What follows belongs to an exercise in optimizing a design on an open flow for small area, a short achievable clock period and few clock cycles; a production flow would make more cautious choices.
RTL that was checked went through simulation tests only; none was proved equivalent to the original.

## mac_acc_array
module mac_acc_array #(
    parameter int DW    = mac_pkg::MAC_DW,
    parameter int LANES = 8,
    parameter int ACCW  = 2 * DW + 8
) (
    input  logic                  clk,
    input  logic                  rst_n,
    input  logic                  in_valid,
    output logic                  in_ready,
    input  logic [LANES*DW-1:0]   A,
    input  logic [LANES*DW-1:0]   W,
    input  logic                  Asigned,
    input  logic                  Wsigned,
    input  logic                  acc_clr,
    input  logic                  acc_last,
    output logic                  out_valid,
    input  logic                  out_ready,
    output logic [LANES*ACCW-1:0] Q,
    output logic [LANES-1:0]      ovf
);
export LEC_CHECK = 0
export CAP_MARGIN = 20
export CORE_MARGIN = 2
export CORE_UTILIZATION = 40
export SETUP_SLACK_MARGIN = 2.3
export SLEW_MARGIN = 20
create_clock -name core_clock -period 5.6 [get_ports {clk}]
standard.sh (not shown) runs the stock make flow with config.mk's settings and CLKGATE_MAP_FILE= SYNTH_SCRIPT=/design/flow/synth_recipe.tcl, a recipe that flattens the netlist after the stock synthesis.
==> flow/flow/run.sh <==
#!/bin/bash
# Own layout flow: the standard flow with two changes.
#  1. After the standard synthesis, full-adder cells are rewired to their
#     complemented inputs/outputs where that removes inverters
#     (fa_polarity.py; same logic function, same registers).
#  2. Ports are buffered with a small buffer instead of the default delay cell.
# Each tool's output goes to a log file of its own in the work folder.
set -euo pipefail
W=$(pwd)
R=$W/orfs/results/$FLOW_PLATFORM/mac_acc_array/base
bash standard.sh "$R/1_2_yosys.v" > "$W/flow_synth.log" 2>&1
cp "$R/1_2_yosys.v" "$W/1_2_yosys.standard.v"
python3 "$W/flow/fa_polarity.py" "$W/1_2_yosys.standard.v" "$R/1_2_yosys.v" > "$W/flow_fa_polarity.log" 2>&1
touch "$R/1_2_yosys.v" "$R/1_2_yosys.sdc"
BUFFER_PORTS_ARGS="-buffer_cell ${PORT_BUFFER:-sky130_fd_sc_hd__buf_1}" \
  bash standard.sh finish > "$W/flow_layout.log" 2>&1
Other scripts of this flow, unchanged in this note and not shown: flow/flow/fa_polarity.py
The starting point finished with timing, DRC and antenna clean.
Then changed:
--- a/flow/design.v
+++ b/flow/design.v
@@ -265,13 +265,13 @@
     assign dn0    = u0 == 2'b11;
     assign dn1    = u0 == 2'b10;
     assign up0    = u0 == 2'b01;
     assign up1    = u0 == 2'b00;
     assign sel_dn = cy[15] ? dn1 : dn0;
     assign sel_up = cy[15] ? up1 : up0;
-    assign hi_nx  = sel_dn ? hi_dn : sel_up ? hi_up : hi;
+    assign hi_nx  = ({8{sel_dn}} & hi_dn) | ({8{sel_up}} & hi_up) | ({8{!(sel_dn || sel_up)}} & hi);
     assign pos    = sel_up && is_max;
     assign neg    = sel_dn && is_min;
     always_ff @(posedge clk) begin
         if (clr) begin
             q   <= '0;
             ovf <= 1'b0;
What happened: Cell area went down by 8.7%; critical path depth shrinks by 2; die area is lower by 2.1%; area after synthesis is lower by 2.1%; count of clock-buffer cells in the layout rises by 9; via count drops by 7.5%.
Testbench counts after the change, summed over its fixed seeds: cycles 32,255.
Function not checked in the first run of this note: the RTL went through the layout flow alone.

--- another note on this design; it stands on its own ---

## build 66
// mac_acc_array
module mac_acc_array #(
    parameter int DW    = mac_pkg::MAC_DW,
    parameter int LANES = 8,
    parameter int ACCW  = 2 * DW + 8
) (
    input  logic                  clk,
    input  logic                  rst_n,
    input  logic                  in_valid,
    output logic                  in_ready,
    input  logic [LANES*DW-1:0]   A,
    input  logic [LANES*DW-1:0]   W,
    input  logic                  Asigned,
    input  logic                  Wsigned,
    input  logic                  acc_clr,
    input  logic                  acc_last,
    output logic                  out_valid,
    input  logic                  out_ready,
    output logic [LANES*ACCW-1:0] Q,
    output logic [LANES-1:0]      ovf
);
For scale: about 3,700 cells after synthesis, ~340 I/O pins, about 36,000 um^2 of cells after synthesis.
==> flow/config.mk <==
export PLATFORM = sky130hd
export DESIGN_NAME = mac_acc_array
export DESIGN_NICKNAME = mac_acc_array
export VERILOG_FILES = /design/flow/design.v
export SDC_FILE = /design/flow/constraint.sdc
export NUM_CORES = 4
export LEC_CHECK = 0
export CAP_MARGIN = 20
export CORE_MARGIN = 2
export CORE_UTILIZATION = 40
export SETUP_SLACK_MARGIN = 2.0
export SLEW_MARGIN = 20
==> flow/constraint.sdc <==
create_clock -name core_clock -period 5.6 [get_ports {clk}]
set_input_delay 1.1200 -clock core_clock [delete_from_list [all_inputs] [get_ports {clk}]]
set_output_delay 1.1200 -clock core_clock [all_outputs]
set_load 0.01 [all_outputs]
standard.sh (not shown) runs the stock make flow with config.mk's settings and CLKGATE_MAP_FILE= SYNTH_SCRIPT=/design/flow/synth_recipe.tcl, a recipe that flattens the netlist after the stock synthesis.
==> flow/flow/run.sh <==
#!/bin/bash
# Own layout flow: the standard flow with two changes.
#  1. After the standard synthesis, full-adder cells are rewired to their
#     complemented inputs/outputs where that removes inverters
#     (fa_polarity.py; same logic function, same registers).
#  2. Ports are buffered with a small buffer instead of the default delay cell.
# Each tool's output goes to a log file of its own in the work folder.
set -euo pipefail
W=$(pwd)
R=$W/orfs/results/$FLOW_PLATFORM/mac_acc_array/base
bash standard.sh "$R/1_2_yosys.v" > "$W/flow_synth.log" 2>&1
cp "$R/1_2_yosys.v" "$W/1_2_yosys.standard.v"
python3 "$W/flow/fa_polarity.py" "$W/1_2_yosys.standard.v" "$R/1_2_yosys.v" > "$W/flow_fa_polarity.log" 2>&1
touch "$R/1_2_yosys.v" "$R/1_2_yosys.sdc"
BUFFER_PORTS_ARGS="-buffer_cell ${PORT_BUFFER:-sky130_fd_sc_hd__buf_1}" \
  bash standard.sh finish > "$W/flow_layout.log" 2>&1
Other scripts of this flow, unchanged in this note and not shown: flow/flow/fa_polarity.py
Build 66: flow completed, timing, DRC and antenna clean
Testbench counts of build 66, summed over its fixed seeds: cycles 32,255.
Modified inputs, build 20 compared to build 66
- swapping 2.0 for 2.6 in SETUP_SLACK_MARGIN
### Flow results
From build 66 to build 20, count of endpoints failing hold in the final timing report did not move at all.
Against build 66, build 20 reports a detailed-routed wire length on met3 that is higher.
Looking at non-clock buffer count, build 20 sits above build 66.
Build 20 vs. build 66: critical path data arrival time now smaller, routed length per instance now larger, cell area now larger.
--- input diff build 20..build 27 ---
- SETUP_SLACK_MARGIN: 2.6 -> 2.3
Results
- In the metrics for build 20 and build 27, the one carrying the higher clock skew is build 20.
- Build 27 vs. build 20: share of post-route cells with drive strength above 1 saw a decrease, area of all placed cells without fillers saw a decrease.

-- re-timing with driven ports --
The flow's constraints put no driver on any port. The routed layouts listed below were extracted and timed again, unchanged, in two steps. Step 1, drivers: a clkbuf_16 drives clk and a buf_2 each remaining input, both assumed. Step 2 moves the port delays by t, midway between the first and last clock arrival at a register: inputs arrive t later, outputs are due t later. That takes back most of the time a late clock gives input paths. Three values: no drivers, after step 1, after step 2; two values: the first two.
| run | shift t [ns] | setup WS [ns] | worst setup path after step 2 | worst register clock-pin slew, ns |
|---|---|---|---|---|
| the first run of note 1 | 0.679 | 2.077 / 2.077 / 1.635 | input to register | 0.07 / 0.07 |
| the second run of note 1 | 0.637 | 2.352 / 2.352 / 1.716 | input to register | 0.06 / 0.06 |
| build 66 | 0.689 | 2.129 / 2.129 / 1.484 | input to register | 0.07 / 0.07 |
| build 20 | 0.696 | 2.464 / 2.464 / 1.834 | input to register | 0.07 / 0.07 |
| build 27 | 0.666 | 2.318 / 2.341 / 1.675 | input to register | 0.06 / 0.06 |
After both steps every run listed still meets setup and hold. For build 66, which loses most, drivers alone change the setup slack by 0.000 ns; drivers and shift together by -0.645 ns.
